What follows belongs to an exercise in optimizing a design on an open flow for small area, a short achievable clock period and few clock cycles; a production flow would make more cautious choices.
Where RTL was checked, it was by simulation tests only, not by an equivalence proof against the original.
Power and IR drop assume default switching activity.

==> flow/design.v (excerpt) <==
module ex_unit (
    input  wire logic             i_clk,
    input  wire logic             i_resetn,
    input  wire logic             i_req,
    input  wire logic [6:0]       i_opcode,
    input  wire logic [2:0]       i_funct3,
    input  wire logic             i_funct7_b5,
    input  wire logic [32-1:0] i_rs1_val,
    input  wire logic [32-1:0] i_rs2_val,
    input  wire logic [32-1:0] i_pc,
    input  wire logic [32-1:0] i_imm,
    input  wire logic [32-1:0] i_pred_addr,
    output wire logic             o_ack,
    output wire logic [32-1:0] o_result,
    output wire logic             o_rd_we,
    output wire logic [32-1:0] o_next_pc,
    output wire logic             o_mispredict,
    output wire logic             o_illegal
);
Size: about 68 flip-flops, about 240 I/O pins, ~11000 µm² of cells after synthesis.
clock: 7.0 ns
lec_check: 0
abc_area: 1
cap_margin: 20
core_margin: 2
core_utilization: 45
slew_margin: 20
standard.sh (not shown) runs the stock make flow with config.mk's settings and CLKGATE_MAP_FILE= SYNTH_SCRIPT=/design/flow/synth_recipe.tcl, a recipe that flattens the netlist after the stock synthesis.
==> flow/flow/run.sh <==
#!/bin/bash
# The standard layout (standard.sh) in two calls, with three changes:
#  - synthesis and repair leave out the full- and half-adder cells
#    (sky130_fd_sc_hd__fa_*, ha_*), added to the platform's own
#    DONT_USE_CELLS, so the adders map to plain gates, which are faster
#    here than the slow adder cells;
#  - up to clock tree synthesis, timing repair aims for 2.8 ns of setup
#    slack (SETUP_SLACK_MARGIN); the rest (global route, detailed route,
#    finish) repairs only real violations, so the routed-stage repair
#    adds no cells to chase the margin again;
#  - the port buffers are the smallest buffer cell (sky130_fd_sc_hd__buf_1)
#    instead of the one buffer_ports picks by itself; every input and
#    output port still gets its buffer.
# Each call's full output goes to its own log in this folder.
set -euo pipefail
platform_dont_use=$(sed -n '/^export DONT_USE_CELLS/,/^#/p' \
    "$FLOW_HOME/platforms/$FLOW_PLATFORM/config.mk" | grep -o 'sky130_fd_sc_hd__[a-z0-9_]*' | tr '\n' ' ')
adders="sky130_fd_sc_hd__fa_1 sky130_fd_sc_hd__fa_2 sky130_fd_sc_hd__fa_4"
adders="$adders sky130_fd_sc_hd__ha_1 sky130_fd_sc_hd__ha_2 sky130_fd_sc_hd__ha_4"
dont_use="DONT_USE_CELLS=$platform_dont_use $adders"
echo "$dont_use" > dont_use_cells.txt
export BUFFER_PORTS_ARGS="-buffer_cell sky130_fd_sc_hd__buf_1"
bash standard.sh "$dont_use" SETUP_SLACK_MARGIN=2.8 cts > standard_to_cts.log 2>&1
bash standard.sh "$dont_use" SETUP_SLACK_MARGIN=0 finish > standard_finish.log 2>&1
Testbench counts at the start, summed over its fixed seeds: cycles 48,000.
Rerun with:
--- a/flow/flow/run.sh
+++ b/flow/flow/run.sh
@@ -5,5 +5,5 @@
 #    DONT_USE_CELLS, so the adders map to plain gates, which are faster
 #    here than the slow adder cells;
-#  - up to clock tree synthesis, timing repair aims for 2.8 ns of setup
+#  - up to clock tree synthesis, timing repair aims for 3.0 ns of setup
 #    slack (SETUP_SLACK_MARGIN); the rest (global route, detailed route,
 #    finish) repairs only real violations, so the routed-stage repair
@@ -21,4 +21,4 @@
 echo "$dont_use" > dont_use_cells.txt
 export BUFFER_PORTS_ARGS="-buffer_cell sky130_fd_sc_hd__buf_1"
-bash standard.sh "$dont_use" SETUP_SLACK_MARGIN=2.8 cts > standard_to_cts.log 2>&1
+bash standard.sh "$dont_use" SETUP_SLACK_MARGIN=3.0 cts > standard_to_cts.log 2>&1
 bash standard.sh "$dont_use" SETUP_SLACK_MARGIN=0 finish > standard_finish.log 2>&1
What happened: The new run completed without violations. Critical path depth shrinks by 1. Total power came out higher by about 4.5%. Area after synthesis does not change. Synthesized cell count stays the same. First-iteration DRC count is higher by about 9%. Cell area rises by 5.8%. Setup slack gets better by 0.24 ns. Sequential power stays flat. Cell count rises by about 1.5%.

* * *

## job 101
Another version of the RTL of ex_unit (not shown whole).
For scale: about 1900 cells after synthesis, about 68 flip-flops, roughly 240 I/O pins, roughly 0.012 mm^2 of cells after synthesis.
==> flow/design.v (excerpt) <==
module ex_unit (
    input  wire logic             i_clk,
    input  wire logic             i_resetn,
    input  wire logic             i_req,
    input  wire logic [6:0]       i_opcode,
    input  wire logic [2:0]       i_funct3,
    input  wire logic             i_funct7_b5,
    input  wire logic [32-1:0] i_rs1_val,
    input  wire logic [32-1:0] i_rs2_val,
    input  wire logic [32-1:0] i_pc,
    input  wire logic [32-1:0] i_imm,
    input  wire logic [32-1:0] i_pred_addr,
    output wire logic             o_ack,
    output wire logic [32-1:0] o_result,
    output wire logic             o_rd_we,
    output wire logic [32-1:0] o_next_pc,
    output wire logic             o_mispredict,
    output wire logic             o_illegal
);
clock: 7.0 ns
lec_check: 0
abc_area: 1
cap_margin: 20
core_margin: 2
core_utilization: 70
setup_slack_margin: 2.6
slew_margin: 20
==> flow/flow/run.sh <==
#!/bin/bash
# The standard layout, with the port buffers made of the smallest
# buffer cell (sky130_fd_sc_hd__buf_1) instead of the one buffer_ports
# picks by itself; every input and output port still gets its buffer.
set -euo pipefail
export BUFFER_PORTS_ARGS="-buffer_cell sky130_fd_sc_hd__buf_1"
bash standard.sh > standard_flow.log 2>&1
What ended job 101 was a tool error in global routing (5_1_grt); the run never finished.
diff inputs: job 101 => job 102
--- a/flow/config.mk
+++ b/flow/config.mk
@@ -10,4 +10,4 @@
 export CORE_MARGIN = 2
-export CORE_UTILIZATION = 70
-export SETUP_SLACK_MARGIN = 2.6
+export CORE_UTILIZATION = 45
+export SETUP_SLACK_MARGIN = 2.3
 export SLEW_MARGIN = 20
Results
Per the final summary, job 102 finished and its layout is clean on timing, DRC and antenna. Job 102 -> job 101: number of flip-flops and latches in the synthesized netlist delta 0, exact match. On starting utilization of the core area, the higher figure sits with job 101, not job 102. Relative to job 101, the last weighted congestion value of the routability-driven placer of job 102 is lower by 16%. [compare] base=job 101 new=job 102: clock sink count level; sequential-to-total area share from yosys stat level. Compared with job 101, job 102 shows chip width higher by 32 um.
No run of this note included a check of the RTL's function; only the layout flow was run.

## separate check: timing with driven ports
The results above use ideal ports. As a check the final layouts listed here were re-extracted and re-timed, cells and wires unchanged.
Step 1: set_driving_cell puts a clkbuf_16 on i_clk and a buf_2 on each other input, an assumption about the parent block.
Step 2 moves the port delays by t, midway between the first and last clock arrival at a register: inputs arrive t later, outputs are due t later. That takes back most of the time a late clock gives input paths.
Three values: ideal, step 1, step 2; two values: the first two.
run	t (ns)	setup WS [ns]	hold WS [ns]	worst setup path at the end	pins driven straight from the clock port
the first run of note 1	0.397	2.559 / 2.586 / 2.189	1.035 / 1.035 / 1.035	input to register	1
the second run of note 1	0.397	2.803 / 2.821 / 2.424	1.035 / 1.035 / 1.035	input to register	1
job 102	0.374	2.354 / 2.368 / 1.993	1.030 / 1.030 / 1.030	input to register	1
After both steps every run listed still meets setup and hold. For the second run of note 1, which loses most, drivers alone change the setup slack by +0.018 ns; drivers and shift together by -0.379 ns.
